This is an optimization exercise on Yosys and OpenROAD, whose aim is small area, a short achievable clock period and few clock cycles per item, not a production implementation.
Where RTL was checked, it was by simulation tests only, not by an equivalence proof against the original.
For runs 1 and 2, only the layout was checked, not whether the RTL still works.

[flow/config.mk]
export PLATFORM = sky130hd
export DESIGN_NAME = rgb_to_hsv_pixel_top
export DESIGN_NICKNAME = rgb_to_hsv_pixel_top
export VERILOG_FILES = /design/flow/design.v
export SDC_FILE = /design/flow/constraint.sdc
export NUM_CORES = 4
export LEC_CHECK = 0
export CAP_MARGIN = 20
export CORE_MARGIN = 2
export CORE_UTILIZATION = 60
export CTS_CLUSTER_DIAMETER = 70
export CTS_CLUSTER_SIZE = 25
export SLEW_MARGIN = 20
[flow/constraint.sdc]
create_clock -name core_clock -period 12.0 [get_ports {clk}]
set_input_delay 2.4000 -clock core_clock [delete_from_list [all_inputs] [get_ports {clk}]]
set_output_delay 2.4000 -clock core_clock [all_outputs]
set_load 0.01 [all_outputs]
[flow/flow/run.sh]
#!/bin/bash
# Standard synthesis and layout; the layout's timing repair aims for extra setup slack.
set -euo pipefail
bash standard.sh synth > synth.log 2>&1
bash standard.sh SETUP_SLACK_MARGIN=8.4 finish > layout.log 2>&1
[flow/standard.sh]
#!/bin/bash
# synth_recipe.tcl (not shown) runs the flow's synth.tcl, then flattens the netlist and writes it again
# the make line also repeats each setting of config.mk as NAME=value (left out here)
make -C /OpenROAD-flow-scripts/flow DESIGN_CONFIG=/design/flow/config.mk WORK_HOME=/design/flow/orfs CLKGATE_MAP_FILE= SYNTH_SCRIPT=/design/flow/synth_recipe.tcl "${@:-finish}"
[flow/design.v]
package rhp_pkg;
  localparam int unsigned ChanW = 16;
  localparam int unsigned Steps = 8;   
endpackage
module rhp_front (
  input  logic [15:0] r,
  input  logic [15:0] g,
  input  logic [15:0] b,
  input  logic        ge_rg,   
  input  logic        ge_gb,   
  input  logic        ge_rb,   
  output logic [15:0] vmax,
  output logic [15:0] gap,
  output logic [15:0] mag,
  output logic [1:0]  sect,    
  output logic        neg
);
  logic        red, green, blue;
  logic        med_r, med_g, min_r, min_g;
  logic [15:0] vmed, vmin;
  always_comb begin
    red   = ge_rg && ge_rb;
    green = !ge_rg && ge_gb;
    blue  = !red && !green;
    med_r = ge_rg ^ ge_rb;
    med_g = !ge_rg ^ ge_gb;
    min_r = !ge_rg && !ge_rb;
    min_g = ge_rg && !ge_gb;
    vmax = red ? r : (green ? g : b);
    vmed = med_r ? r : (med_g ? g : b);
    vmin = min_r ? r : (min_g ? g : b);
    gap  = vmax - vmin;
    mag  = vmed - vmin;
    sect = red ? 2'd0 : (green ? 2'd1 : 2'd2);
    neg  = red ? !ge_gb : (green ? ge_rb : !ge_rg);
  end
endmodule
module rhp_cell #(
  parameter int unsigned QW = 0,   
  parameter int unsigned QI = (QW == 0) ? 1 : QW   
) (
  input  logic        clk,
  input  logic        rst,
  input  logic        en,
  input  logic        in_v,
  input  logic [15:0] in_hrem,
  input  logic [15:0] in_srem,
  input  logic [15:0] in_gap,
  input  logic [15:0] in_vmax,
  input  logic [1:0]  in_sect,
  input  logic        in_neg,
  input  logic [QI-1:0] in_hq,
  input  logic [QI-1:0] in_sq,
  output logic        out_v,
  output logic [15:0] out_hrem,
  output logic [15:0] out_srem,
  output logic [15:0] out_gap,
  output logic [15:0] out_vmax,
  output logic [1:0]  out_sect,
  output logic        out_neg,
  output logic [QW+1:0] out_hq,
  output logic [QW+1:0] out_sq
);
  logic [1:0]  h_dig, s_dig;
  logic [15:0] h_next, s_next;
  rhp_div4 u_h (.rem(in_hrem), .d(in_gap),  .en(en), .hold(out_hrem), .next(h_next), .dig(h_dig));
  rhp_div4 u_s (.rem(in_srem), .d(in_vmax), .en(en), .hold(out_srem), .next(s_next), .dig(s_dig));
  logic [QW+1:0] h_qn, s_qn;
  if (QW == 0) begin : g_first
    assign h_qn = h_dig;
    assign s_qn = s_dig;
  end else begin : g_next
    assign h_qn = {in_hq[QW-1:0], h_dig};
    assign s_qn = {in_sq[QW-1:0], s_dig};
  end
  always_ff @(posedge clk) begin
    if (rst) out_v <= 1'b0;
    else if (en) out_v <= in_v;
  end
  always_ff @(posedge clk) begin
    out_hrem <= h_next;
    out_srem <= s_next;
  end
  always_ff @(posedge clk) begin
    if (en) begin
      out_gap  <= in_gap;
      out_vmax <= in_vmax;
      out_sect <= in_sect;
      out_neg  <= in_neg;
      out_hq   <= h_qn;
      out_sq   <= s_qn;
    end
  end
endmodule
module rhp_div4 (
  input  logic [15:0] rem,
  input  logic [15:0] d,
  input  logic        en,
  input  logic [15:0] hold,
  output logic [15:0] next,
  output logic [1:0]  dig
);
  logic [18:0] t, s1, s2, s3, cx, cy, cz, cs_s, cs_c;
  logic        ge1, ge2, ge3;
  logic        sel0, sel1, sel2, sel3;
  always_comb begin
    t  = {1'b0, rem, 2'b00};
    s1 = t - {3'b000, d};
    s2 = t - {2'b00, d, 1'b0};
    cx   = t;
    cy   = ~{3'b000, d};
    cz   = ~{2'b00, d, 1'b0};
    cs_s = cx ^ cy ^ cz;
    cs_c = (cx & cy) | (cx & cz) | (cy & cz);
    s3   = cs_s - ~{cs_c[17:0], 1'b1};
    ge1 = !s1[18];
    ge2 = !s2[18];
    ge3 = !s3[18];
    sel3 = en && ge3;
    sel2 = en && ge2 && !ge3;
    sel1 = en && ge1 && !ge2;
    sel0 = en && !ge1;
    next = (s3[15:0] & {16{sel3}}) | (s2[15:0] & {16{sel2}}) | (s1[15:0] & {16{sel1}})
         | (t[15:0] & {16{sel0}}) | (hold & {16{!en}});
    dig  = {ge2, ge3 || (ge1 && !ge2)};
  end
endmodule
module rhp_back (
  input  logic [15:0] hrem,
  input  logic [15:0] srem,
  input  logic [15:0] gap,
  input  logic [15:0] vmax,
  input  logic [1:0]  sect,
  input  logic        neg,
  input  logic [15:0] hq,
  input  logic [15:0] sq,
  output logic [18:0] hue,
  output logic [16:0] sat
);
  logic        h_q0, s_q0, grey, cin, cout;
  logic [16:0] h_x, h_inc, low;
  logic [16:0] s_inc;
  logic [1:0]  top;
  always_comb begin
    h_q0 = {hrem, 1'b0} >= {1'b0, gap};
    s_q0 = {srem, 1'b0} >= {1'b0, vmax};
    grey = (gap == 16'd0);
    h_x          = {1'b0, hq} ^ {17{neg}};
    {cout, h_inc} = {1'b0, h_x} + 18'd1;
    s_inc        = {1'b0, sq} + 17'd1;
    cin = h_q0 ^ neg;
    low = cin ? h_inc : h_x;
    case (sect)
      2'd0:    top = neg ? ((cin && cout) ? 2'd0 : 2'd2) : 2'd0;
      2'd1:    top = neg ? ((cin && cout) ? 2'd1 : 2'd0) : 2'd1;
      default: top = neg ? ((cin && cout) ? 2'd2 : 2'd1) : 2'd2;
    endcase
    hue = {top, low};
    sat = s_q0 ? s_inc : {1'b0, sq};
    if (grey) begin
      hue = '0;
      sat = '0;
    end
  end
endmodule
module rgb_to_hsv_pixel_top (
  input  logic        clk,
  input  logic        rst,
  input  logic        pix_valid,
  output logic        pix_ready,
  input  logic [15:0] pix_red,
  input  logic [15:0] pix_green,
  input  logic [15:0] pix_blue,
  output logic        hsv_valid,
  input  logic        hsv_ready,
  output logic [18:0] hsv_hue,
  output logic [16:0] hsv_saturation,
  output logic [15:0] hsv_brightness
);
  localparam int unsigned N = rhp_pkg::Steps;
  logic        en;
  logic        k_v, o_v, rdy;
  logic        v0;
  logic [15:0] r0, g0, b0;
  logic        ge_rg0, ge_gb0, ge_rb0;
  always_ff @(posedge clk) begin
    if (rst) v0 <= 1'b0;
    else if (en) v0 <= pix_valid;
  end
  always_ff @(posedge clk) begin
    if (en) begin
      r0 <= pix_red;
      g0 <= pix_green;
      b0 <= pix_blue;
      ge_rg0 <= pix_red >= pix_green;
      ge_gb0 <= pix_green >= pix_blue;
      ge_rb0 <= pix_red >= pix_blue;
    end
  end
  logic [15:0] f_vmax, f_gap, f_mag;
  logic [1:0]  f_sect;
  logic        f_neg;
  rhp_front u_front (
    .r(r0), .g(g0), .b(b0), .ge_rg(ge_rg0), .ge_gb(ge_gb0), .ge_rb(ge_rb0),
    .vmax(f_vmax), .gap(f_gap), .mag(f_mag), .sect(f_sect), .neg(f_neg)
  );
  logic        v1;
  logic [15:0] hrem1, srem1, gap1, vmax1;
  logic [1:0]  sect1;
  logic        neg1;
  always_ff @(posedge clk) begin
    if (rst) v1 <= 1'b0;
    else if (en) v1 <= v0;
  end
  always_ff @(posedge clk) begin
    if (en) begin
      hrem1 <= f_mag;
      srem1 <= f_gap;
      gap1  <= f_gap;
      vmax1 <= f_vmax;
      sect1 <= f_sect;
      neg1  <= f_neg;
    end
  end
  logic [N:0]       c_v;
  logic [15:0]      c_hrem [0:N];
  logic [15:0]      c_srem [0:N];
  logic [15:0]      c_gap  [0:N];
  logic [15:0]      c_vmax [0:N];
  logic [1:0]       c_sect [0:N];
  logic [N:0]       c_neg;
  function automatic integer QO(input integer i);
    QO = (i == 0) ? 0 : i * (i - 1) + 1;
  endfunction
  logic [N*(N+1):0] c_hq;
  logic [N*(N+1):0] c_sq;
  assign c_v[0]    = v1;
  assign c_hrem[0] = hrem1;
  assign c_srem[0] = srem1;
  assign c_gap[0]  = gap1;
  assign c_vmax[0] = vmax1;
  assign c_sect[0] = sect1;
  assign c_neg[0]  = neg1;
  assign c_hq[0] = 1'b0;
  assign c_sq[0] = 1'b0;
  for (genvar i = 0; i < N; i++) begin : g_cell
    rhp_cell #(.QW(2*i)) u_cell (
      .clk(clk), .rst(rst), .en(en),
      .in_v(c_v[i]), .in_hrem(c_hrem[i]), .in_srem(c_srem[i]), .in_gap(c_gap[i]),
      .in_vmax(c_vmax[i]), .in_sect(c_sect[i]), .in_neg(c_neg[i]),
      .in_hq(c_hq[QO(i) +: ((i == 0) ? 1 : 2*i)]), .in_sq(c_sq[QO(i) +: ((i == 0) ? 1 : 2*i)]),
      .out_v(c_v[i+1]), .out_hrem(c_hrem[i+1]), .out_srem(c_srem[i+1]),
      .out_gap(c_gap[i+1]), .out_vmax(c_vmax[i+1]), .out_sect(c_sect[i+1]),
      .out_neg(c_neg[i+1]),
      .out_hq(c_hq[QO(i+1) +: 2*i+2]), .out_sq(c_sq[QO(i+1) +: 2*i+2])
    );
  end
  logic [18:0] b_hue;
  logic [16:0] b_sat;
  rhp_back u_back (
    .hrem(c_hrem[N]), .srem(c_srem[N]), .gap(c_gap[N]), .vmax(c_vmax[N]),
    .sect(c_sect[N]), .neg(c_neg[N]), .hq(c_hq[QO(N) +: 2*N]), .sq(c_sq[QO(N) +: 2*N]),
    .hue(b_hue), .sat(b_sat)
  );
  logic [18:0] k_hue;
  logic [16:0] k_sat;
  logic [15:0] k_bright;
  logic        push, pop;
  assign en   = !k_v;
  assign push = en && c_v[N];
  assign pop  = o_v && hsv_ready;
  always_ff @(posedge clk) begin
    if (rst) begin
      o_v <= 1'b0;
      k_v <= 1'b0;
      rdy <= 1'b1;
    end else begin
      if (k_v) begin
        o_v <= 1'b1;
        k_v <= !pop;
        rdy <= pop;
      end else begin
        o_v <= push || (o_v && !pop);
        k_v <= push && o_v && !pop;
        rdy <= !(push && o_v && !pop);
      end
    end
  end
  logic        take_k, take_p, keep_o;
  logic [51:0] o_word, o_next;
  assign take_k = k_v && pop;
  assign take_p = !k_v && push && (!o_v || pop);
  assign keep_o = !take_k && !take_p;
  assign o_word = {hsv_hue, hsv_saturation, hsv_brightness};
  assign o_next = ({k_hue, k_sat, k_bright} & {52{take_k}})
                | ({b_hue, b_sat, c_vmax[N]} & {52{take_p}})
                | (o_word & {52{keep_o}});
  always_ff @(posedge clk) begin
    {hsv_hue, hsv_saturation, hsv_brightness} <= o_next;
  end
  always_ff @(posedge clk) begin
    if (!k_v && push && o_v && !pop) begin
      k_hue    <= b_hue;
      k_sat    <= b_sat;
      k_bright <= c_vmax[N];
    end
  end
  assign hsv_valid = o_v;
  assign pix_ready = rdy;
endmodule
==> results of run 1 <==
[cell usage after synthesis (65+ instances only)]
cell type / instances / share of area
a221o_1: 82 / 0.011
a21o_1: 242 / 0.025
o21a_1: 143 / 0.014
dfxtp_1: 321 / 0.087
inv_1: 526 / 0.027
a31oi_1: 79 / 0.0067
a221oi_1: 93 / 0.011
o21bai_1: 65 / 0.0066
a22oi_1: 234 / 0.024
nor2_1: 500 / 0.025
nand2b_1: 85 / 0.0072
fa_1: 242 / 0.065
clkbuf_1: 139 / 0.0070
o21ai_0: 466 / 0.031
nor3_1: 141 / 0.0095
nand2_1: 493 / 0.025
edfxtp_1: 578 / 0.23
xnor2_1: 413 / 0.049
ha_1: 899 / 0.15
nand3_1: 120 / 0.0081
xor2_1: 212 / 0.025
nor2b_1: 111 / 0.0094
mux2i_1: 84 / 0.011
a21oi_1: 511 / 0.035
[timing repair]
item,in CTS,in global routing
endpoints found under the hold margin,0,0
pin swaps,37,78
setup endpoints to repair,370,287
buffers inserted,76,91
gates cloned,2,6
resized for setup,523,246
[final cells by class]
type	instances	area, um2	area share
timing repair buffer	324	2887	0.03494
sequential	899	23860	0.2888
clock inverter	46	689.4	0.008344
clock buffer	90	2101	0.02543
inverter	529	2019	0.02444
multi-input combinational	6073	49040	0.5935
tap	1625	2033	0.02461
[registers in the layout, indices dropped and copies added (netlist names), 17 cells and up]
name and cells:
g_cell.u_cell.out_gap 128, g_cell.u_cell.out_hq 72, g_cell.u_cell.out_hrem 128, g_cell.u_cell.out_sq 72
g_cell.u_cell.out_srem 128, g_cell.u_cell.out_vmax 128, hsv_hue 19, hsv_saturation 17
k_hue 19, k_sat 17
[critical path, stage by stage (launching register included)]
cell	delay [ps]
edfxtp_1	410
buf_4	150
ha_2	190
buf_12	140
mux2i_2	140
o21ai_2	230
inv_2	90
ha_4	230
nor2b_1	120
o21a_1	190
o21ai_2	180
a211oi_2	110
a2111oi_2	220
buf_4	200
nor4_2	50
a2111oi_2	350
buf_4	190
a21oi_2	60
xnor2_1	130
[worst max-delay path by stage]
stage                     startpoint                          to  slack (ps)  depth (start not counted)
global placement           hsv_ready  hsv_saturation[11]$_DFF_P_        6820                          6
floorplan                  hsv_ready       k_bright[0]$_DFFE_PP_        7940                          1
finish              ge_rg0$_DFFE_PN_         hrem1[15]$_DFFE_PN_        8330                         18
detailed placement         hsv_ready   hsv_saturation[2]$_DFF_P_        6690                          6
global route        ge_rg0$_DFFE_PN_         hrem1[15]$_DFFE_PN_        8180                         18
CTS                 ge_rg0$_DFFE_PN_         hrem1[15]$_DFFE_PN_        8320                         16
[layer usage]
metal,share of wire,up-vias,wire length [um],GRT usage
met3,0.041,373,8008,0.02785
li1,-,29116,-,-
met4,0.041,2,8142,0.1209
met1,0.44,28820,86680,0.4016
met2,0.48,1572,93500,0.5114
met5,0.000056,-,11,0
[cell families after synthesis]
family | synth area share
multiplexers | 0.01181
AND/OR/NAND/NOR | 0.1138
buffers and inverters | 0.03687
XOR/XNOR | 0.07393
adder cells (fa/ha/maj) | 0.2173
AO/OA/AOI/OAI | 0.2251
flip-flops | 0.3212
[cell usage in the layout (no fill, tap or decap), types with 241 or more instances in the layout]
| cell | Yosys | routed |
|---|---|---|
| nor2_1 | 500 | 484 |
| a21oi_1 | 511 | 492 |
| edfxtp_1 | 578 | 578 |
| dfxtp_1 | 321 | 267 |
| nand2_1 | 493 | 487 |
| o21ai_0 | 466 | 416 |
| a21o_1 | 242 | 241 |
| xnor2_1 | 413 | 413 |
| inv_1 | 526 | 432 |
| ha_1 | 899 | 876 |
[metrics by stage]
step | util | instance area (um2) | instances | hold slack (ps)
floorplan | - | 74200 | 7670 | 400.3
global placement | 0.6296 | 76930 | 9275 | 400.3
detailed placement | 0.6296 | 76930 | 9275 | 404.5
CTS | 0.6630 | 81020 | 9489 | 389.8
global route | 0.6762 | 82620 | 9586 | 412.5
finish | 0.6762 | 82620 | 9586 | 393.8
==> results_dict.tcl, run 1 <==
set metrics [dict create \
    h-tree-depth 3 \
    syn_inst 7670 \
    fin_ws_ps 8334 \
    setup.worst_path.end_class "flop" \
    fmax_ghz 0.2728 \
    drc 0 \
    critPathLaunchType "flop" \
    vias_per_cell 6.247 \
    dp_slack_ps 6691 \
    synth_seq_area_share 0.3212 \
    crit_path_max_fanout 5 \
    clk_pin_slew_ps 90 \
    finalSetupTns_ps 0 \
    yosysWarnings 22 \
    syn_area_um2 74050 \
    diodes 0 \
    postSynthAreaPerCell_um2 9.654 \
    r2r_cells 18 \
    r2r-end "hrem1[15]$_DFFE_PN_" \
    synth_nets 8863 \
    layout_min_cycle_time_ps 3666 \
    dp_hpwl_um 150200 \
    status "finished clean" \
    dieArea_um2 126200 \
    cts.path.max_buffers 3 \
    hp-class "reg2reg" \
    routed_wl_um 196300 \
    numCtsBuffers 73 \
    wl_per_cell_um 20.48 \
    synth_cell_types 102 \
    drv_cap 0 \
    drtPass1Iterations 8 \
    area_growth_pct 11.58 \
    postRouteAntennaNets 0 \
    clock-sinks 899 \
    min_from "g_cell[4].u_cell.out_sq[3]$_DFFE_PN_" \
    cts_root_buffer "clkbuf_16" \
    overflow 0 \
    die_height_um 355.3 \
    fp-row-count 128 \
    r2r_start "ge_rg0$_DFFE_PN_" \
    core_um2 122200 \
    vias 59883 \
    boundaryPins 106 \
    clkLatencyLatePin_ps 700 \
    clock_skew_ps 32.48 \
    ys_async_sr_fraction 0 \
    final_hold_viol_count 0 \
    cp.arrival_ps 4100 \
    post-route-period-util 0.3055 \
    drtIter0Drc 4715 \
    finalSetupViolations 0 \
    drv_slew 0 \
    grt_pass1_vias 58380 \
    die_x_um 355.3 \
    track_usage 0.3028 \
    drive_gt1_frac 0.1104 \
    fillCellCount 9713 \
    final_net_count 9093 \
    rrSetupSlack_ps 8330 \
    cp.required_ps 12430 \
    relSlewSlack 0.3723 \
    whs_endpoint "g_cell[5].u_cell.out_sq[5]$_DFFE_PN_" \
    rsz0062_at_grt "true" \
    worstMarginPinSlew_ps 941.5 \
    cts_tree "built" \
    whs_path_depth 0 \
    cts_hold_buf 0 \
    worstSetupPathType "reg2reg" \
    synth-main-ff-cell "edfxtp_1" \
    gp_congestion 0.9382 \
    grt_start_max_net_pins 156 \
    port_buffers 105 \
    start_util 0.6060 \
    yosys_register_bits 899 \
    grt_pass1_wl_um 311200 \
    synth_edf_count 578 \
    antenna_found_initial 1 \
]
==> run 2, diff against run 1 <==
--- a/flow/design.v
+++ b/flow/design.v
@@ -36,4 +36,32 @@
   end
 endmodule
+module rhp_ge (
+  input  logic [15:0] a,
+  input  logic [15:0] b,
+  output logic        ge
+);
+  logic [15:0] g0, p0;
+  logic [7:0]  g1, p1;
+  logic [3:0]  g2, p2;
+  logic [1:0]  g3, p3;
+  always_comb begin
+    g0 = a & ~b;
+    p0 = ~(a ^ b);
+    g0[0] = g0[0] | p0[0];
+    for (int i = 0; i < 8; i++) begin
+      g1[i] = g0[2*i+1] | (p0[2*i+1] & g0[2*i]);
+      p1[i] = p0[2*i+1] & p0[2*i];
+    end
+    for (int i = 0; i < 4; i++) begin
+      g2[i] = g1[2*i+1] | (p1[2*i+1] & g1[2*i]);
+      p2[i] = p1[2*i+1] & p1[2*i];
+    end
+    for (int i = 0; i < 2; i++) begin
+      g3[i] = g2[2*i+1] | (p2[2*i+1] & g2[2*i]);
+      p3[i] = p2[2*i+1] & p2[2*i];
+    end
+    ge = g3[1] | (p3[1] & g3[0]);
+  end
+endmodule
 module rhp_cell #(
   parameter int unsigned QW = 0,   
@@ -184,4 +212,8 @@
   logic [15:0] r0, g0, b0;
   logic        ge_rg0, ge_gb0, ge_rb0;
+  logic        ge_rg, ge_gb, ge_rb;
+  rhp_ge u_ge_rg (.a(pix_red),   .b(pix_green), .ge(ge_rg));
+  rhp_ge u_ge_gb (.a(pix_green), .b(pix_blue),  .ge(ge_gb));
+  rhp_ge u_ge_rb (.a(pix_red),   .b(pix_blue),  .ge(ge_rb));
   always_ff @(posedge clk) begin
     if (rst) v0 <= 1'b0;
@@ -193,7 +225,7 @@
       g0 <= pix_green;
       b0 <= pix_blue;
-      ge_rg0 <= pix_red >= pix_green;
-      ge_gb0 <= pix_green >= pix_blue;
-      ge_rb0 <= pix_red >= pix_blue;
+      ge_rg0 <= ge_rg;
+      ge_gb0 <= ge_gb;
+      ge_rb0 <= ge_rb;
     end
   end
@@ -214,8 +246,10 @@
   end
   always_ff @(posedge clk) begin
+    hrem1 <= (f_mag & {16{en}}) | (hrem1 & {16{!en}});
+    srem1 <= (f_gap & {16{en}}) | (srem1 & {16{!en}});
+    gap1  <= (f_gap & {16{en}}) | (gap1 & {16{!en}});
+  end
+  always_ff @(posedge clk) begin
     if (en) begin
-      hrem1 <= f_mag;
-      srem1 <= f_gap;
-      gap1  <= f_gap;
       vmax1 <= f_vmax;
       sect1 <= f_sect;
==> results_dict.tcl, run 2 <==
set metrics [dict create \
    finalSetupTns_ps 0 \
    h-tree-depth 3 \
    relSlewSlack 0.3137 \
    synth_seq_area_share 0.3216 \
    whs_endpoint "g_cell[6].u_cell.out_hq[4]$_DFFE_PN_" \
    post-synth-top-area-cell "edfxtp_1" \
    cp_cell_sequence "clkdlybuf4s50_1 -> inv_1 -> ha_1 -> o21ai_2 -> a21oi_2 -> o21ai_1 -> a21oi_1 -> a211oi_2 -> o211ai_1" \
    synth.most_common_cell "ha_1" \
    crit_slowest_cell "clkdlybuf4s50_1" \
    port_buffers 105 \
    fp-row-count 128 \
    boundaryPins 106 \
    cts_hold_buf 0 \
    placed_cell_area_um2 76840 \
    synth_common_cells "ha_1, edfxtp_1, a21oi_1" \
    grt_pass1_wl_um 311800 \
    critPathLaunch "pix_blue[5]" \
    cp.arrival_ps 3980 \
    numCtsBuffers 75 \
    cts_tree "built" \
    synth_edf_count 578 \
    layout_common_cells "ha_1, edfxtp_1, nand2_1, a21oi_1, nor2_1" \
    min_from "g_cell[5].u_cell.out_hq[2]$_DFFE_PN_" \
    track_usage 0.3040 \
    synth_nets 8871 \
    area_growth_pct 11.00 \
    synth_top_area_share 0.2347 \
    ys_async_sr_fraction 0 \
    hold_slack_ps 410.2 \
    core_um2 122000 \
    postSynthAreaPerCell_um2 9.627 \
    worstMarginPinSlew_ps 1029 \
    worstSetupPathType "in2reg" \
    final_hold_viol_count 0 \
    finalSetupViolations 0 \
    dp_hpwl_um 150700 \
    hp-class "reg2reg" \
    final_net_count 9063 \
    critPathLaunchType "input pin" \
    setup.worst_path.end_class "flop" \
    wl_per_cell_um 20.38 \
    layout_min_cycle_time_ps 3567 \
    drv_slew 0 \
    r2r-end "g_cell[0].u_cell.out_srem[15]$_DFF_P_" \
    yosysWarnings 23 \
    rrSetupSlack_ps 8440 \
    vias 59418 \
    die_x_um 355.1 \
    dieArea_um2 126100 \
    slowest_delay_ps 470 \
    start_util 0.6059 \
    drtIter0Drc 3832 \
    clkLatencyLatePin_ps 710 \
    cts.path.max_buffers 3 \
    whs_path_depth 0 \
    grt_start_max_net_pins 160 \
    crit_path_max_fanout 2 \
    r2r_start "vmax1[1]$_DFFE_PN_" \
    synth_cell_types 106 \
    finalInstanceArea_um2 82080 \
    rsz0062_at_grt "true" \
    gp_congestion 0.9430 \
    grt_pass1_vias 58361 \
    clock_skew_ps 41.64 \
    clock-sinks 899 \
    drive_gt1_frac 0.09753 \
    synth.area.top_cells "edfxtp_1, ha_1, dfxtp_1" \
    vias_per_cell 6.213 \
    routed_wl_um 194900 \
    overflow 0 \
    final_common_cell "ha_1" \
    synth-main-ff-cell "edfxtp_1" \
    post-route-period-util 0.2973 \
    antenna_found_initial 3 \
    syn_area_um2 73950 \
    postRouteAntennaNets 0 \
    syn_inst 7681 \
    cp.required_ps 12410 \
    die_height_um 355.1 \
    clk_pin_slew_ps 90 \
    drv_cap 0 \
    status "finished clean" \
    yosys_register_bits 899 \
    fillCellCount 9881 \
    drtPass1Iterations 8 \
    cts_root_buffer "clkbuf_16" \
    fmax_ghz 0.2803 \
    drc 0 \
    r2r_cells 13 \
]
[run 2: cell types whose count changed after synthesis, moves of 14 or more]
cell      previous run  this run
a21oi_1            511       568
a221oi_1            93        51
buf_2               24        39
clkbuf_1           139       125
nand2_1            493       562
nor2_1             500       483
nor2b_1            111        83
nor3_1             141       101
o211ai_1            64       113
o21a_1             143       111
o21ai_1              7        26
or2_2               32        15
or3_1               48        33
xor2_1             212       234
[run 2: stage by stage]
stage,util,setup WS [ps],cells
2_1_floorplan,-,7943,7681
3_3_place_gp,0.6295,6773,9281
3_5_place_dp,0.6296,6973,9282
4_1_cts,0.6598,8384,9484
5_1_grt,0.6725,8307,9561
6_report,0.6726,8433,9563
[run 2: cell type report]
type                    instances  area (um2)  share of cell area
clock buffers                  83        1949             0.02375
repair buffers                290        2580             0.03143
clock inverters                57       890.9             0.01085
well taps                    1625        2033             0.02477
diodes                          2       5.005          0.00006097
inverters                     527        2013             0.02453
multi-input cells            6080       48750              0.5940
flip-flops and latches        899       23850              0.2906
[run 2: layer usage]
metal  part of all wire  track usage  vias to the layer above
met3              0.043      0.03082                      427
met2               0.49       0.5310                     1509
li1                   -            -                    28956
met5            0.00012            0                        -
met1               0.43       0.3900                    28522
met4              0.039       0.1120                        4
[run 2: worst max-delay path by stage]
stage                                                      end  cells after the start  slack (ps)
after floorplan                          k_bright[0]$_DFFE_PP_                      1        7940
after global placement              hsv_saturation[14]$_DFF_P_                      6        6770
after detailed placement                    hsv_hue[0]$_DFF_P_                      8        6970
after CTS                 g_cell[4].u_cell.out_hrem[2]$_DFF_P_                     11        8380
after global routing      g_cell[2].u_cell.out_hrem[2]$_DFF_P_                      7        8310
final                                         ge_gb0$_DFFE_PN_                      9        8430
[run 2: logic make-up (layout without fill, tap and decap cells)]
group	Yosys count	after routing	synth area share
XOR/XNOR	647	647	0.07663
adder cells (fa/ha/maj)	1138	1138	0.2171
AO/OA/AOI/OAI	2480	2482	0.2275
flip-flops	899	899	0.3216
multiplexers	86	86	0.01173
AND/OR/NAND/NOR	1727	1727	0.1086
buffers and inverters	704	957	0.03680
other	0	2	0
[run 2: critical path, delay by kind of cell]
kind | cells | cell delay [ps]
buffers and inverters | 2 | 550
AO/OA/AOI/OAI | 6 | 740
adder cells (fa/ha/maj) | 1 | 290
[run 2: timing repair]
item | CTS | global route
endpoints found under the setup margin | 424 | 368
gates cloned | 1 | 2
pin swaps | 23 | 63
gates resized for setup | 424 | 253
setup buffers | 61 | 75
==> run 3, diff against run 2 <==
--- a/flow/design.v
+++ b/flow/design.v
@@ -246,10 +246,8 @@
   end
   always_ff @(posedge clk) begin
-    hrem1 <= (f_mag & {16{en}}) | (hrem1 & {16{!en}});
-    srem1 <= (f_gap & {16{en}}) | (srem1 & {16{!en}});
-    gap1  <= (f_gap & {16{en}}) | (gap1 & {16{!en}});
-  end
-  always_ff @(posedge clk) begin
     if (en) begin
+      hrem1 <= f_mag;
+      srem1 <= f_gap;
+      gap1  <= f_gap;
       vmax1 <= f_vmax;
       sect1 <= f_sect;
--- a/flow/config.mk
+++ b/flow/config.mk
@@ -8,6 +8,7 @@
 export CAP_MARGIN = 20
 export CORE_MARGIN = 2
-export CORE_UTILIZATION = 60
-export CTS_CLUSTER_DIAMETER = 70
-export CTS_CLUSTER_SIZE = 25
+export CORE_UTILIZATION = 72
+export CTS_CLUSTER_DIAMETER = 100
+export CTS_CLUSTER_SIZE = 30
+export PLACE_DENSITY = 0.82
 export SLEW_MARGIN = 20
==> results_dict.tcl, run 3 <==
set metrics [dict create \
    synth_cell_types 103 \
    die_x_um 324.8 \
    numCtsBuffers 43 \
    grt_pass1_wl_um 315600 \
    crit_path_max_fanout 2 \
    postSynthAreaPerCell_um2 9.617 \
    final_hold_viol_count 0 \
    synth_edf_count 578 \
    worst-path-stages 8 \
    drtIter0Drc 6381 \
    crit_slowest_cell "clkdlybuf4s50_1" \
    clk_pin_slew_ps 110 \
    clkLatencyLatePin_ps 720 \
    drtPass1Iterations 9 \
    final_net_count 9125 \
    synth_top_area_share 0.2343 \
    vias 62970 \
    cts_tree "built" \
    fp-row-count 117 \
    die_height_um 324.8 \
    ys_async_sr_fraction 0 \
    path_delay_family "buffers and inverters" \
    diodes 0 \
    cts_root_buffer "clkbuf_16" \
    area_growth_pct 9.837 \
    drive_gt1_frac 0.1009 \
    hp-class "reg2reg" \
    drc 0 \
    drv_cap 0 \
    layout_min_cycle_time_ps 3735 \
    overflow 0 \
    yosysWarnings 23 \
    fillCellCount 6505 \
    cp.arrival_ps 4210 \
    critical_path_buf_inv_count 2 \
    clock-sinks 899 \
    antenna_found_initial 0 \
    dp_hpwl_um 148900 \
    synth.most_common_cell "ha_1" \
    post-synth-top-area-cell "edfxtp_1" \
    worstMarginPinSlew_ps 961.5 \
    finalSetupTns_ps 0 \
    layout_common_cells "ha_1, edfxtp_1, a21oi_1, nor2_1, nand2_1" \
    worstSetupPathType "in2reg" \
    synth_seq_area_share 0.3210 \
    r2r_cells 16 \
    boundaryPins 106 \
    vias_per_cell 6.745 \
    synth_common_cells "ha_1, edfxtp_1, a21oi_1" \
    core_um2 101900 \
    drv_slew 0 \
    rsz0062_at_grt "true" \
    synth.area.top_cells "edfxtp_1, ha_1, dfxtp_1" \
    gp_congestion 0.9800 \
    status "finished clean" \
    syn_area_um2 74090 \
    fin_ws_ps 8265 \
    start_util 0.7272 \
    final_common_cell "ha_1" \
    grt_start_max_net_pins 169 \
    cp_cell_sequence "clkdlybuf4s50_1 -> inv_1 -> ha_1 -> or3_1 -> o21ai_0 -> a21oi_1 -> a41oi_2 -> a21oi_1" \
    fmax_ghz 0.2677 \
    crit_top_cell "a21oi_1" \
    grt_pass1_vias 61186 \
    wl_per_cell_um 21.80 \
    dp_slack_ps 7218 \
    track_usage 0.3628 \
    h-tree-depth 2 \
    postRouteAntennaNets 0 \
    finalSetupViolations 0 \
    final_util 0.7987 \
    cts.path.max_buffers 3 \
    clock_skew_ps 43.41 \
    port_buffers 105 \
    setup.worst_path.end_class "flop" \
    routed_wl_um 203600 \
    dieArea_um2 105500 \
    cp.required_ps 12470 \
    synth-main-ff-cell "edfxtp_1" \
    synth_nets 8894 \
    whs_path_depth 0 \
    post-route-period-util 0.3112 \
    relSlewSlack 0.3523 \
    critPathLaunchType "input pin" \
    slowest_delay_ps 540 \
    yosys_register_bits 899 \
    syn_inst 7704 \
]
[run 3: worst paths after layout]
kind	start	slack (ps)	end
hold reg to reg	g_cell[3].u_cell.out_neg$_DFFE_PN_	400	g_cell[4].u_cell.out_neg$_DFFE_PN_
hold / removal	g_cell[3].u_cell.out_neg$_DFFE_PN_	400	g_cell[4].u_cell.out_neg$_DFFE_PN_
setup reg to reg	ge_gb0$_DFFE_PN_	8320	hrem1[14]$_DFFE_PN_
setup / recovery	pix_blue[6]	8270	ge_gb0$_DFFE_PN_
[run 3: metal layers]
layer  global-route usage  routed length, um  up-vias  share of wire
met5                    0                  0        -              0
met4               0.1718              11720        0          0.058
met3              0.04439              14330      785          0.070
met2               0.6292              98870     3002           0.49
met1               0.4506              78650    29950           0.39
li1                     -                  -    29233              -
[run 3: layout make-up]
| type | count | area (um2) | share of cell area |
|---|---|---|---|
| clock buffer | 56 | 1177 | 0.01447 |
| clock inverter | 22 | 315.3 | 0.003874 |
| inverter | 513 | 1977 | 0.02429 |
| multi-input combinational | 6121 | 49220 | 0.6049 |
| sequential | 899 | 23870 | 0.2933 |
| tap | 1368 | 1712 | 0.02103 |
| timing repair buffer | 357 | 3103 | 0.03813 |
[run 3: cells by family after synthesis]
family | share of synthesized area
AOI/OAI and AO/OA | 0.2262
and+or+nand+nor | 0.1148
adders and majority gates | 0.2167
DFF | 0.3210
buffers and inverters | 0.03531
xor gates and xnor gates | 0.07388
muxes | 0.01209
[run 3: worst register-to-register path: stages (launching register included)]
cell and delay [ps]:
edfxtp_1 420, buf_6 150, ha_4 280, buf_12 130, buf_8 110, mux2i_1 200
o21ai_1 110, ha_1 370, nor2b_4 170, o21ai_2 70, a21boi_2 190, o21ai_2 100
a211oi_2 390, nor3_2 90, o41ai_2 380, a21oi_1 140, xnor2_1 130
[run 3: stage by stage]
| stage | instances | hold WS [ps] | area [um2] |
|---|---|---|---|
| 2_1_floorplan | 7704 | 400.3 | 74230 |
| 3_3_place_gp | 9059 | 400.3 | 76730 |
| 3_5_place_dp | 9060 | 404.5 | 76760 |
| 4_1_cts | 9200 | 409.9 | 79230 |
| 5_1_grt | 9336 | 423.1 | 81380 |
| 6_report | 9336 | 403.3 | 81380 |
[run 3: repair_timing]
action,in CTS,in global routing
pin swaps,36,75
endpoints found under the setup margin,349,287
gates cloned,3,7
resized for setup,493,257
hold buffers,0,0
buffers inserted,59,129
Testbench counts of run 3, summed over its fixed seeds: cycles 12,088, items 12,000.
==> run 4, diff against run 3 <==
--- a/flow/config.mk
+++ b/flow/config.mk
@@ -8,7 +8,6 @@
 export CAP_MARGIN = 20
 export CORE_MARGIN = 2
-export CORE_UTILIZATION = 72
+export CORE_UTILIZATION = 60
 export CTS_CLUSTER_DIAMETER = 100
 export CTS_CLUSTER_SIZE = 30
-export PLACE_DENSITY = 0.82
 export SLEW_MARGIN = 20
==> results_dict.tcl, run 4 <==
set metrics [dict create \
    synth_top_area_share 0.2343 \
    fp-row-count 128 \
    grt_start_max_net_pins 156 \
    grt_pass1_vias 58901 \
    grtUsageMet1 0.3874 \
    drtIter0Drc 4681 \
    routed_wl_um 194100 \
    syn_area_um2 74090 \
    rsz0062_at_grt "true" \
    fillCellCount 9880 \
    die_height_um 355.4 \
    cp.required_ps 12410 \
    critical_path_buf_inv_count 3 \
    relSlewSlack 0.2875 \
    status "finished clean" \
    placed_cell_area_um2 77090 \
    worstSetupPathType "reg2reg" \
    synth_cell_types 103 \
    vias 59640 \
    place_inst 9317 \
    die_x_um 355.4 \
    ys_async_sr_fraction 0 \
    port_buffers 105 \
    synth_edf_count 578 \
    drv_cap 0 \
    drv_slew 0 \
    final_net_count 9063 \
    finalInstanceArea_um2 81070 \
    synth.most_common_cell "ha_1" \
    path_delay_family "compound AO/OA/AOI/OAI gates" \
    worstMarginPinSlew_ps 1069 \
    clkLatencyLatePin_ps 690 \
    grt_pass1_wl_um 309200 \
    vias_per_cell 6.256 \
    synth_nets 8894 \
    dieArea_um2 126300 \
    diodes 0 \
    crit_path_max_fanout 7 \
    cts_root_buffer "clkbuf_16" \
    synth-main-ff-cell "edfxtp_1" \
    overflow 0 \
    met2_usage 0.5196 \
    core_um2 122200 \
    gp_congestion 0.9358 \
    crit_slowest_cell "edfxtp_1" \
    wl_per_cell_um 20.35 \
    dp_hpwl_um 149200 \
    final_hold_viol_count 0 \
    crit_top_cell "o21ai_2" \
    cp_cell_sequence "buf_4 -> ha_4 -> buf_12 -> buf_6 -> mux2i_1 -> o21ai_0 -> ha_1 -> nor2b_2 -> o21ai_2 -> a21boi_2 -> o21ai_2 -> a211oi_2 -> nor3_2 -> o41ai_2 -> a21oi_1 -> xnor2_1" \
    cp.arrival_ps 4040 \
    postSynthAreaPerCell_um2 9.617 \
    yosysWarnings 23 \
    cts_tree "built" \
    layout_common_cells "ha_1, edfxtp_1, a21oi_1, nor2_1" \
    synth_common_cells "ha_1, edfxtp_1, a21oi_1" \
    cts.path.max_buffers 3 \
    hp-class "reg2reg" \
    track_usage 0.2996 \
    fmax_ghz 0.2757 \
    post-synth-top-area-cell "edfxtp_1" \
    numCtsBuffers 45 \
    setup.worst_path.end_class "flop" \
    busiest_layer "met2" \
    syn_inst 7704 \
    clock-sinks 899 \
    yosys_register_bits 899 \
    clock_skew_ps 32.04 \
    area_growth_pct 9.415 \
    layout_min_cycle_time_ps 3626 \
    h-tree-depth 2 \
    finalSetupViolations 0 \
    boundaryPins 106 \
    drtPass1Iterations 5 \
    start_util 0.6063 \
    drc 0 \
    final_util 0.6634 \
    drive_gt1_frac 0.09154 \
    antenna_found_initial 1 \
    synth_seq_area_share 0.3210 \
    postRouteAntennaNets 0 \
    grt_use_met3 0.02656 \
    synth.area.top_cells "edfxtp_1, ha_1, dfxtp_1" \
    instances_no_fill 9534 \
    slowest_delay_ps 420 \
    critPathLaunchType "flop" \
    finalSetupTns_ps 0 \
    clk_pin_slew_ps 110 \
    post-route-period-util 0.3022 \
    final_common_cell "ha_1" \
]
[run 4: cell counts after synthesis]
Identical to the previous run, type by type.
[run 4: through the flow]
step	hold slack [ps]	worst slack, ps
5_1_grt	421.2	8200
3_3_place_gp	400.6	7138
4_1_cts	422.0	8336
2_1_floorplan	400.3	7663
6_report	412.2	8374
3_5_place_dp	404.5	7168
[run 4: final cells by class]
cell class              instances  area [um2]  area share
multi-input cells            6123       49010      0.6046
flip-flops and latches        899       23880      0.2946
repair buffers                291        2618     0.03229
well taps                    1625        2033     0.02508
inverters                     513        1969     0.02429
clock buffers                  55        1174     0.01448
clock inverters                28       376.6    0.004646
[run 4: worst paths after layout]
path                                         from                                    to  slack [ps]  cells past startpoint
max                              ge_gb0$_DFFE_PN_                   hrem1[14]$_DFFE_PN_        8370                     16
min          g_cell[5].u_cell.out_hq[1]$_DFFE_PN_  g_cell[6].u_cell.out_hq[3]$_DFFE_PN_         410                      0
min reg2reg  g_cell[5].u_cell.out_hq[1]$_DFFE_PN_  g_cell[6].u_cell.out_hq[3]$_DFFE_PN_         410                      0
max reg2reg                      ge_gb0$_DFFE_PN_                   hrem1[14]$_DFFE_PN_        8370                     16
[run 4: routing by layer]
layer,part of all wire,up-vias
li1,-,29115
met1,0.43,28586
met2,0.48,1539
met3,0.044,398
met4,0.043,2
met5,0.000072,-
[run 4: logic make-up (layout without fill, tap and decap cells)]
logic type      count (synthesis)  after routing  synth area share
simple gates                 1787           1792            0.1148
xor+xnor                      625            625           0.07388
buf+inv                       688            887           0.03531
fa+ha+maj                    1138           1138            0.2167
flops                         899            899            0.3210
mux                            89             89           0.01209
compound gates               2478           2479            0.2262
[run 4: worst register-to-register path, cell delays in order, from the launching register on]
cell and delay [ps]:
edfxtp_1 420, buf_4 170, ha_4 270, buf_12 110, buf_6 160, mux2i_1 200, o21ai_0 90, ha_1 340
nor2b_2 170, o21ai_2 80, a21boi_2 180, o21ai_2 90, a211oi_2 350, nor3_2 80, o41ai_2 360, a21oi_1 130
xnor2_1 150
[run 4: timing repair]
item	4_1_cts	5_1_grt
setup buffers	57	68
hold buffers	0	0
gates resized for setup	511	221
endpoints found under the hold margin	0	0
endpoints found under the setup margin	357	313
cloned	2	7
pin swaps	33	57
==> run 5, diff against run 4 <==
==> flow/flow/run.sh (replaced) <==
#!/bin/bash
# Standard synthesis and layout; the layout's timing repair aims for extra setup slack.
set -euo pipefail
bash standard.sh synth > synth.log 2>&1
bash standard.sh SETUP_SLACK_MARGIN=8.25 finish > layout.log 2>&1
--- a/flow/config.mk
+++ b/flow/config.mk
@@ -9,5 +9,5 @@
 export CORE_MARGIN = 2
 export CORE_UTILIZATION = 60
-export CTS_CLUSTER_DIAMETER = 100
-export CTS_CLUSTER_SIZE = 30
+export CTS_CLUSTER_DIAMETER = 70
+export CTS_CLUSTER_SIZE = 25
 export SLEW_MARGIN = 20
==> results_dict.tcl, run 5 <==
set metrics [dict create \
    fillCellCount 9853 \
    crit_path_max_fanout 2 \
    dp_hpwl_um 150900 \
    dieArea_um2 126300 \
    die_x_um 355.4 \
    multi_input_area_um2 48540 \
    place_inst 9319 \
    layout_min_cycle_time_ps 3748 \
    status "finished clean" \
    regArea_um2 23840 \
    drive_gt1_frac 0.07335 \
    synth-simple-area-share 0.1148 \
    track_usage 0.3021 \
    die_height_um 355.4 \
    syn_inst 7704 \
    synth-main-ff-cell "edfxtp_1" \
    hp-class "reg2reg" \
    worstMarginPinSlew_ps 996.4 \
    worstSetupPathType "in2reg" \
    cts_root_buffer "clkbuf_16" \
    synth.area.top_cells "edfxtp_1, ha_1, dfxtp_1" \
    postRouteAntennaNets 0 \
    finalSetupViolations 0 \
    rsz0062_at_grt "true" \
    antenna_found_initial 1 \
    yosys_register_bits 899 \
    clock-sinks 899 \
    instances_no_fill 9547 \
    gp_congestion 0.9264 \
    synth_edf_count 578 \
    start_util 0.6063 \
    synthXorXnorAreaFrac 0.07388 \
    final_hold_viol_count 0 \
    cp.required_ps 12440 \
    drc 0 \
    setup.worst_path.end_class "flop" \
    synth_compound_area_frac 0.2262 \
    boundaryPins 106 \
    clkLatencyLatePin_ps 710 \
    synth_seq_area_share 0.3210 \
    grt_pass1_vias 59056 \
    finalSetupTns_ps 0 \
    core_um2 122200 \
    synth_top_family_by_area "compound AO/OA/AOI/OAI gates" \
    drv_cap 0 \
    area_growth_pct 9.783 \
    h-tree-depth 3 \
    critPathLaunchType "input pin" \
    overflow 0 \
    synth.area.mux_share 0.01209 \
    post-route-period-util 0.3123 \
    cts.path.max_buffers 3 \
    synth_top_area_share 0.2343 \
    fp-row-count 128 \
    vias_per_cell 6.255 \
    numCtsBuffers 76 \
    layout_common_cells "ha_1, edfxtp_1, a21oi_1, nor2_1, inv_1" \
    postSynthAreaPerCell_um2 9.617 \
    drtPass1Iterations 6 \
    wl_per_cell_um 20.33 \
    routed_wl_um 194100 \
    cts_tree "built" \
    yosysWarnings 23 \
    drv_slew 0 \
    clock_skew_ps 35.17 \
    final_net_count 9048 \
    synth_nets 8894 \
    vias 59713 \
    clk_pin_slew_ps 90 \
    synth_adder_area_share 0.2167 \
    ys_async_sr_fraction 0 \
    drtIter0Drc 4784 \
    final_common_cell "ha_1" \
    synth.most_common_cell "ha_1" \
    syn_area_um2 74090 \
    port_buffers 105 \
    post-synth-top-area-cell "edfxtp_1" \
    relSlewSlack 0.3357 \
    fmax_ghz 0.2668 \
    grt_pass1_wl_um 311100 \
    grt_start_max_net_pins 152 \
    synth_common_cells "ha_1, edfxtp_1, a21oi_1" \
    synth_cell_types 103 \
    cp.arrival_ps 4190 \
]
[run 5: cell counts after synthesis]
No cell type changed its count.
[run 5: final cells by class]
type                            instances  share of cell area
Timing Repair Buffer                  246             0.02647
Multi-Input combinational cell       6122              0.5967
Tap cell                             1625             0.02500
Clock inverter                         56             0.01024
Sequential cell                       899              0.2931
Clock buffer                           85             0.02444
Inverter                              513             0.02403
Antenna cell                            1          0.00003076
[run 5: what timing repair did]
item / 4_1_cts / 5_1_grt
gates cloned: 2 / 5
setup endpoints to repair: 347 / 285
pin swaps: 12 / 34
hold buffers: 0 / 0
setup buffers: 29 / 50
gates resized for setup: 267 / 161
[run 5: path summary, 6_finish.rpt]
| kind | end | slack, ps | start | cells past startpoint |
|---|---|---|---|---|
| worst min register to register | g_cell[7].u_cell.out_sq[15]$_DFFE_PN_ | 420 | g_cell[6].u_cell.out_sq[13]$_DFFE_PN_ | 0 |
| worst max register to register | gap1[14]$_DFFE_PN_ | 8270 | ge_rg0$_DFFE_PN_ | 16 |
| worst min-delay path | g_cell[7].u_cell.out_sq[15]$_DFFE_PN_ | 420 | g_cell[6].u_cell.out_sq[13]$_DFFE_PN_ | 0 |
| worst max-delay path | ge_rb0$_DFFE_PN_ | 8250 | pix_blue[13] | 8 |
[run 5: critical path, stage by stage]
cell and delay [ps]:
clkdlybuf4s50_1 490, inv_1 70, ha_1 300, a21o_1 180, a21o_1 170, a21oi_1 230
nor3b_1 250, a21oi_1 90
[run 5: logic make-up after synthesis]
kind of cell    Yosys count
flops                   899
xor+xnor                625
simple gates           1787
fa+ha+maj              1138
buf+inv                 688
mux                      89
compound gates         2478
[run 5: layer usage]
layer / vias up / share of wire / global-route usage
met1: 28540 / 0.43 / 0.3930
li1: 29116 / - / -
met5: - / 0 / 0
met2: 1622 / 0.48 / 0.5182
met3: 435 / 0.046 / 0.03056
met4: 0 / 0.044 / 0.1180
[run 5: stage by stage]
step                  util  area [um2]  worst slack (ps)  hold slack [ps]
floorplan                -       74190              7663            400.3
global placement    0.6308       77080              7151            400.8
detailed placement  0.6309       77090              7112            404.5
CTS                 0.6584       80460              8233            414.9
global route        0.6656       81340              8052            413.6
finish              0.6656       81340              8252            418.1
==> run 6, diff against run 5 <==
==> flow/flow/run.sh (replaced) <==
#!/bin/bash
# Standard synthesis and layout; the layout's timing repair aims for extra setup slack.
set -euo pipefail
bash standard.sh synth > synth.log 2>&1
bash standard.sh SETUP_SLACK_MARGIN=8.4 finish > layout.log 2>&1
--- a/flow/config.mk
+++ b/flow/config.mk
@@ -11,3 +11,4 @@
 export CTS_CLUSTER_DIAMETER = 70
 export CTS_CLUSTER_SIZE = 25
+export PLACE_DENSITY = 0.75
 export SLEW_MARGIN = 20
==> results_dict.tcl, run 6 <==
set metrics [dict create \
    status "finished clean" \
    clkLatencyLatePin_ps 730 \
    syn_inst 7704 \
    start_util 0.6063 \
    cts_tree "built" \
    final_util 0.6803 \
    port_buffers 105 \
    grt_use_met3 0.02913 \
    synth_common_cells "ha_1, edfxtp_1, a21oi_1" \
    synth-main-ff-cell "edfxtp_1" \
    dp_hpwl_um 147400 \
    drv_slew 0 \
    crit_path_max_fanout 3 \
    h-tree-depth 3 \
    final_common_cell "ha_1" \
    hp-class "reg2reg" \
    final_net_count 9130 \
    cp.required_ps 12470 \
    worstSetupPathType "in2reg" \
    synth_nets 8894 \
    cts_hold_buf 0 \
    yosysWarnings 23 \
    clk_pin_slew_ps 90 \
    drv_cap 0 \
    overflow 0 \
    dieArea_um2 126300 \
    busiest_layer "met2" \
    fin_ws_ps 8378 \
    synth_top_area_share 0.2343 \
    fmax_ghz 0.2761 \
    postSynthAreaPerCell_um2 9.617 \
    synth.most_common_cell "ha_1" \
    critPathLaunchType "input pin" \
    clock-sinks 899 \
    die_x_um 355.4 \
    core_um2 122200 \
    worstMarginPinSlew_ps 1011 \
    yosys_register_bits 899 \
    dp_slack_ps 7234 \
    layout_min_cycle_time_ps 3622 \
    synth_edf_count 578 \
    cp.arrival_ps 4100 \
    setup.worst_path.end_class "flop" \
    drtPass1Iterations 6 \
    ys_async_sr_fraction 0 \
    gp_congestion 0.9385 \
    met2_usage 0.5412 \
    boundaryPins 106 \
    rsz0062_at_grt "true" \
    layout_common_cells "ha_1, edfxtp_1, a21oi_1, nor2_1" \
    grt_start_max_net_pins 150 \
    grt_pass1_wl_um 311900 \
    cts_root_buffer "clkbuf_16" \
    finalSetupTns_ps 0 \
    drtIter0Drc 4699 \
    cts.path.max_buffers 3 \
    synth_cell_types 103 \
    routed_wl_um 194500 \
    vias_per_cell 6.298 \
    numCtsBuffers 79 \
    finalInstanceArea_um2 83130 \
    area_growth_pct 12.19 \
    grtUsageMet1 0.3659 \
    track_usage 0.3015 \
    grt_pass1_vias 60751 \
    wl_per_cell_um 20.19 \
    syn_area_um2 74090 \
    placed_cell_area_um2 77060 \
    fp-row-count 128 \
    drc 0 \
    drive_gt1_frac 0.1072 \
    finalSetupViolations 0 \
    synth.area.top_cells "edfxtp_1, ha_1, dfxtp_1" \
    antenna_found_initial 3 \
    vias 60668 \
    synth_seq_area_share 0.3210 \
    die_height_um 355.4 \
    clock_skew_ps 55.95 \
    post-route-period-util 0.3019 \
    final_hold_viol_count 0 \
    fillCellCount 9547 \
    post-synth-top-area-cell "edfxtp_1" \
    postRouteAntennaNets 0 \
    relSlewSlack 0.3190 \
]
==> run 6: cell counts after synthesis <==
Identical to the previous run, type by type.
==> run 6: final cells by class <==
cell class                      count  area [um2]  area share
Antenna cell                        1       2.502  0.00003010
Clock buffer                       84        1996     0.02401
Clock inverter                     64       948.4     0.01141
Inverter                          513        1972     0.02372
Multi-Input combinational cell   6120       49270      0.5928
Sequential cell                   899       23860      0.2871
Tap cell                         1625        2033     0.02446
Timing Repair Buffer              327        3039     0.03656
==> run 6: per-layer routing <==
layer  up-vias  part of all wire
met4         0             0.047
li1      29287                 -
met5         -                 0
met1     29182              0.41
met2      1709              0.50
met3       490             0.043
==> run 6: what timing repair did <==
action                                 4_1_cts  5_1_grt
setup endpoints to repair                  439      281
cloned                                       5        4
endpoints found under the hold margin        0        0
buffers inserted                            67       97
resized for setup                          533      239
pin swaps                                   33       67
==> run 6: logic make-up after synthesis <==
family	share of synthesized area
simple gates	0.1148
xor+xnor	0.07388
buf+inv	0.03531
compound gates	0.2262
flops	0.3210
mux	0.01209
fa+ha+maj	0.2167
==> run 6: critical path, stage by stage <==
cell and delay, ps:
clkdlybuf4s50_1 510, inv_1 60, ha_1 290, a21o_1 190, a21o_1 180, a21oi_2 170, nor3b_2 220, a21oi_1 80
==> run 6: final timing paths <==
kind                                           from  cells after the start  slack, ps                                      to
min          g_cell[1].u_cell.out_sect[0]$_DFFE_PN_                      0        420  g_cell[2].u_cell.out_sect[0]$_DFFE_PN_
max                                   pix_green[13]                      8       8380                        ge_rg0$_DFFE_PN_
max reg2reg   g_cell[2].u_cell.out_gap[2]$_DFFE_PN_                     12       8390   g_cell[3].u_cell.out_hrem[12]$_DFF_P_
min reg2reg  g_cell[1].u_cell.out_sect[0]$_DFFE_PN_                      0        420  g_cell[2].u_cell.out_sect[0]$_DFFE_PN_
==> run 6: through the flow <==
| stage | std cells | hold slack (ps) |
|---|---|---|
| after floorplan | 7704 | 400.3 |
| after global placement | 9310 | 400.2 |
| after detailed placement | 9311 | 404.5 |
| after CTS | 9531 | 404.4 |
| after global routing | 9632 | 425.1 |
| final | 9633 | 417.8 |
==> run 7, diff against run 6 <==
--- a/flow/config.mk
+++ b/flow/config.mk
@@ -11,4 +11,3 @@
 export CTS_CLUSTER_DIAMETER = 70
 export CTS_CLUSTER_SIZE = 25
-export PLACE_DENSITY = 0.75
 export SLEW_MARGIN = 20
==> results_dict.tcl, run 7 <==
set metrics [dict create \
    synth_top_family_by_area "compound AO/OA/AOI/OAI gates" \
    final_hold_viol_count 0 \
    critPathLaunchType "flop" \
    drv_cap 0 \
    fmax_ghz 0.2780 \
    syn_area_um2 74090 \
    cts.path.max_buffers 3 \
    fp-row-count 128 \
    track_usage 0.3019 \
    synth_compound_area_frac 0.2262 \
    gp_congestion 0.9358 \
    synth_nets 8894 \
    cts_hold_buf 0 \
    whs_endpoint "g_cell[3].u_cell.out_hq[3]$_DFFE_PN_" \
    synthXorXnorAreaFrac 0.07388 \
    synth_adder_area_share 0.2167 \
    cts_root_buffer "clkbuf_16" \
    drtIter0Drc 4692 \
    layout_min_cycle_time_ps 3596 \
    synth_cell_types 103 \
    clock-sinks 899 \
    port_buffers 105 \
    clkLatencyLatePin_ps 710 \
    cts_tree "built" \
    postSynthAreaPerCell_um2 9.617 \
    overflow 0 \
    cp_cell_sequence "buf_6" \
    final_net_count 9085 \
    r2r_cells 17 \
    drv_slew 0 \
    slowest_delay_ps 390 \
    yosys_register_bits 899 \
    synth.area.top_cells "edfxtp_1, ha_1, dfxtp_1" \
    synth_seq_area_share 0.3210 \
    core_um2 122200 \
    finalSetupViolations 0 \
    cp.required_ps 9600 \
    rsz0062_at_grt "true" \
    synth.area.mux_share 0.01209 \
    h-tree-depth 3 \
    final_common_cell "ha_1" \
    path_delay_family "flip-flops" \
    layout_common_cells "ha_1, edfxtp_1, a21oi_1, nor2_1, o21ai_0" \
    dieArea_um2 126300 \
    multi_input_area_um2 49080 \
    crit_slowest_cell "dfxtp_4" \
    hp-class "reg2reg" \
    regArea_um2 23880 \
    ys_async_sr_fraction 0 \
    crit_path_max_fanout 2 \
    clk_pin_slew_ps 90 \
    drtPass1Iterations 6 \
    numCtsBuffers 78 \
    finalInstanceArea_um2 82300 \
    synth_common_cells "ha_1, edfxtp_1, a21oi_1" \
    synth-simple-area-share 0.1148 \
    fillCellCount 9772 \
    drive_gt1_frac 0.09862 \
    boundaryPins 106 \
    status "finished clean" \
    drc 0 \
    relSlewSlack 0.2867 \
    area_growth_pct 11.08 \
    grt_pass1_wl_um 310700 \
    synth_top_area_share 0.2343 \
    synth.most_common_cell "ha_1" \
    die_x_um 355.4 \
    cp.arrival_ps 1200 \
    r2r_start "ge_gb0$_DFFE_PN_" \
    rrSetupSlack_ps 8400 \
    start_util 0.6063 \
    finalSetupTns_ps 0 \
    placed_cell_area_um2 77090 \
    vias_per_cell 6.240 \
    post-route-period-util 0.2997 \
    synth_edf_count 578 \
    worstSetupPathType "reg2out" \
    r2r-end "hrem1[14]$_DFFE_PN_" \
    postRouteAntennaNets 0 \
    hold_slack_ps 404.6 \
    final_util 0.6735 \
    diodes 0 \
    synth-main-ff-cell "edfxtp_1" \
    vias 59808 \
    die_height_um 355.4 \
    worstMarginPinSlew_ps 1070 \
    dp_hpwl_um 149200 \
    routed_wl_um 195200 \
    syn_inst 7704 \
    antenna_found_initial 0 \
    yosysWarnings 23 \
    whs_path_depth 0 \
    grt_pass1_vias 59166 \
    clock_skew_ps 37.64 \
    wl_per_cell_um 20.37 \
    grt_start_max_net_pins 156 \
    min_from "g_cell[2].u_cell.out_hq[1]$_DFFE_PN_" \
    setup.worst_path.end_class "output port" \
    critical_path_buf_inv_count 1 \
    post-synth-top-area-cell "edfxtp_1" \
]
## run 7: worst max-delay path by stage
stage                     depth (start not counted)                       start               endpoint  slack, ps
final                                             1  hsv_saturation[16]$_DFF_P_     hsv_saturation[16]       8400
after global routing                             17            ge_gb0$_DFFE_PN_    hrem1[14]$_DFFE_PN_       8240
after CTS                                         1  hsv_saturation[16]$_DFF_P_     hsv_saturation[16]       8320
after detailed placement                         10                pix_green[1]       ge_gb0$_DFFE_PN_       7170
after global placement                           10                pix_green[1]       ge_gb0$_DFFE_PN_       7140
after floorplan                                   2                   hsv_ready  k_bright[0]$_DFFE_PP_       7660
## run 7: what timing repair did
action	4_1_cts	5_1_grt
setup buffers	53	59
resized for setup	511	229
pin swaps	31	52
gates cloned	2	9
setup endpoints to repair	359	280
## run 7: cell families (layout without fill, tap and decap cells)
| logic type | Yosys count | after routing |
|---|---|---|
| flip-flops | 899 | 899 |
| AO/OA/AOI/OAI | 2478 | 2480 |
| multiplexers | 89 | 89 |
| buffers and inverters | 688 | 937 |
| AND/OR/NAND/NOR | 1787 | 1792 |
| XOR/XNOR | 625 | 625 |
| adder cells (fa/ha/maj) | 1138 | 1138 |
## run 7: cell type report
cell class | count | share of cell area
multi-input combinational | 6124 | 0.5964
sequential | 899 | 0.2902
timing repair buffer | 279 | 0.03053
tap | 1625 | 0.02470
clock buffer | 86 | 0.02446
inverter | 513 | 0.02397
clock inverter | 59 | 0.009790
## run 7: metrics by stage
stage | instances | setup WS (ps)
after global placement | 9317 | 7138
after global routing | 9585 | 8239
final | 9585 | 8404
after CTS | 9517 | 8320
after floorplan | 7704 | 7663
after detailed placement | 9317 | 7168
## run 7: routing by layer
layer  wire, um  vias up  track usage
met1      84120    28645       0.3872
li1           -    29208            -
met2      94200     1532       0.5197
met5          0        -            0
met4       8539        0       0.1306
met3       8371      423      0.02908
==> run 8, diff against run 7 <==
--- a/flow/config.mk
+++ b/flow/config.mk
@@ -8,6 +8,7 @@
 export CAP_MARGIN = 20
 export CORE_MARGIN = 2
-export CORE_UTILIZATION = 60
+export CORE_UTILIZATION = 68
 export CTS_CLUSTER_DIAMETER = 70
 export CTS_CLUSTER_SIZE = 25
+export PLACE_DENSITY = 0.72
 export SLEW_MARGIN = 20
==> results_dict.tcl, run 8 <==
set metrics [dict create \
    status "finished clean" \
    synth_nets 8894 \
    postRouteAntennaNets 0 \
    drv_slew 0 \
    finalInstanceArea_um2 81900 \
    fp-row-count 121 \
    critical_path_buf_inv_count 2 \
    area_growth_pct 10.55 \
    worstSetupPathType "in2reg" \
    fmax_ghz 0.2762 \
    synth_adder_area_share 0.2167 \
    synthXorXnorAreaFrac 0.07388 \
    crit_slowest_cell "clkdlybuf4s50_1" \
    start_util 0.6835 \
    cts_tree "built" \
    core_um2 108400 \
    clock_skew_ps 33.87 \
    crit_top_cell "a21o_1" \
    slowest_delay_ps 480 \
    cts.path.max_buffers 3 \
    drv_cap 0 \
    dp_hpwl_um 146600 \
    r2r-end "gap1[14]$_DFFE_PN_" \
    track_usage 0.3367 \
    vias 61121 \
    wl_per_cell_um 20.60 \
    cts_hold_buf 0 \
    r2r_cells 16 \
    clkLatencyLatePin_ps 690 \
    die_x_um 334.1 \
    grt_pass1_wl_um 308200 \
    syn_area_um2 74090 \
    ys_async_sr_fraction 0 \
    synth_cell_types 103 \
    routed_wl_um 193400 \
    synth_seq_area_share 0.3210 \
    worstMarginPinSlew_ps 1055 \
    synth_top_area_share 0.2343 \
    fin_ws_ps 8379 \
    boundaryPins 106 \
    grt_pass1_vias 59883 \
    cp.required_ps 12430 \
    finalSetupTns_ps 0 \
    layout_min_cycle_time_ps 3621 \
    final_common_cell "ha_1" \
    cp_cell_sequence "clkdlybuf4s50_1 -> inv_1 -> ha_1 -> a21o_1 -> a21o_1 -> a21oi_2 -> nor3b_2 -> a21oi_1" \
    cp.arrival_ps 4050 \
]
-- run 8: repair_timing --
item / CTS / global route
setup buffers: 53 / 90
setup endpoints to repair: 365 / 283
gates resized for setup: 472 / 255
pin swaps: 31 / 59
gates cloned: 2 / 7
-- run 8: area by class of cell --
| type | instances | area, um2 |
|---|---|---|
| antenna | 1 | 2.502 |
| clock buffer | 83 | 1884 |
| clock inverter | 51 | 708.2 |
| timing repair buffer | 308 | 2542 |
| multi-input combinational | 6121 | 49170 |
| fill | 7579 | 26490 |
| sequential | 899 | 23860 |
| inverter | 513 | 1969 |
| tap | 1414 | 1769 |
-- run 8: kinds of logic (layout without fill, tap and decap cells) --
| family | after synthesis | count (layout) |
|---|---|---|
| xor gates and xnor gates | 625 | 625 |
| buffers and inverters | 688 | 955 |
| muxes | 89 | 89 |
| adders and majority gates | 1138 | 1138 |
| AOI/OAI and AO/OA | 2478 | 2479 |
| other | 0 | 1 |
| and+or+nand+nor | 1787 | 1790 |
| DFF | 899 | 899 |
-- run 8: worst reg2reg max path: stages, from the launching register on --
cell	delay [ps]
edfxtp_1	460
inv_1	90
ha_2	190
buf_12	130
mux2i_4	220
o21ai_2	90
ha_2	210
fa_2	370
nor2b_2	140
o21ai_2	70
a21boi_2	190
o21ai_2	100
a211oi_2	350
nor3_2	100
o41ai_2	340
a21oi_1	130
xnor2_1	140
-- run 8: layer usage --
metal	track usage	wire (um)	vias to the layer above
met1	0.4244	79280	29215
met4	0.1528	9487	0
met3	0.03769	10570	519
met5	0	0	-
met2	0.5823	94090	2132
li1	-	-	29255
-- run 8: stage by stage --
stage | instances | hold slack, ps | util
finish | 9390 | 395.8 | 0.7556
global route | 9389 | 391.5 | 0.7556
CTS | 9292 | 395.8 | 0.7402
detailed placement | 9103 | 404.5 | 0.7085
global placement | 9102 | 400.7 | 0.7084
floorplan | 7704 | 400.3 | -
-- run 8: worst min-delay path by stage --
stage | endpoint | start | slack [ps]
floorplan | g_cell[0].u_cell.out_neg$_DFFE_PN_ | neg1$_DFFE_PN_ | 400
global placement | g_cell[7].u_cell.out_hq[9]$_DFFE_PN_ | g_cell[6].u_cell.out_hq[7]$_DFFE_PN_ | 400
detailed placement | g_cell[2].u_cell.out_neg$_DFFE_PN_ | g_cell[1].u_cell.out_neg$_DFFE_PN_ | 400
CTS | g_cell[6].u_cell.out_sq[5]$_DFFE_PN_ | g_cell[5].u_cell.out_sq[3]$_DFFE_PN_ | 400
global route | g_cell[6].u_cell.out_sq[5]$_DFFE_PN_ | g_cell[5].u_cell.out_sq[3]$_DFFE_PN_ | 390
finish | g_cell[6].u_cell.out_sq[5]$_DFFE_PN_ | g_cell[5].u_cell.out_sq[3]$_DFFE_PN_ | 400

[afterwards: timing with drivers on the ports]
Ports are ideal in the flow. The routed layouts listed here were re-timed in OpenROAD.
Step 1 assumes that a clkbuf_16 drives the clock port and a buf_2 every other input.
Step 2, shift: input delay + t, output delay - t, t = (earliest + latest rising clock arrival at the registers) / 2. This alone moves slack from input paths to output paths.
a / b / c = ideal / step 1 / step 2; a / b = the first two.
| run | shift t [ns] | setup WS [ns] | worst setup path after step 2 | slew at the worst register clock pin (ns) |
|---|---|---|---|---|
| run 1 | 0.750 | 8.334 / 8.334 / 7.682 | input to register | 0.09 / 0.09 |
| run 2 | 0.757 | 8.433 / 8.367 / 7.724 | input to register | 0.10 / 0.10 |
| run 3 | 0.776 | 8.265 / 8.298 / 7.547 | input to register | 0.12 / 0.12 |
| run 4 | 0.756 | 8.374 / 8.328 / 7.734 | input to register | 0.11 / 0.11 |
| run 5 | 0.773 | 8.252 / 8.220 / 7.531 | input to register | 0.09 / 0.09 |
| run 6 | 0.783 | 8.378 / 8.300 / 7.650 | input to register | 0.10 / 0.10 |
| run 7 | 0.774 | 8.404 / 8.318 / 7.729 | input to register | 0.09 / 0.09 |
| run 8 | 0.748 | 8.379 / 8.348 / 7.663 | input to register | 0.10 / 0.10 |
After both steps setup and hold are still met in every run listed. For run 6, which loses most, drivers alone change the setup slack by -0.078 ns; drivers and shift together by -0.728 ns.
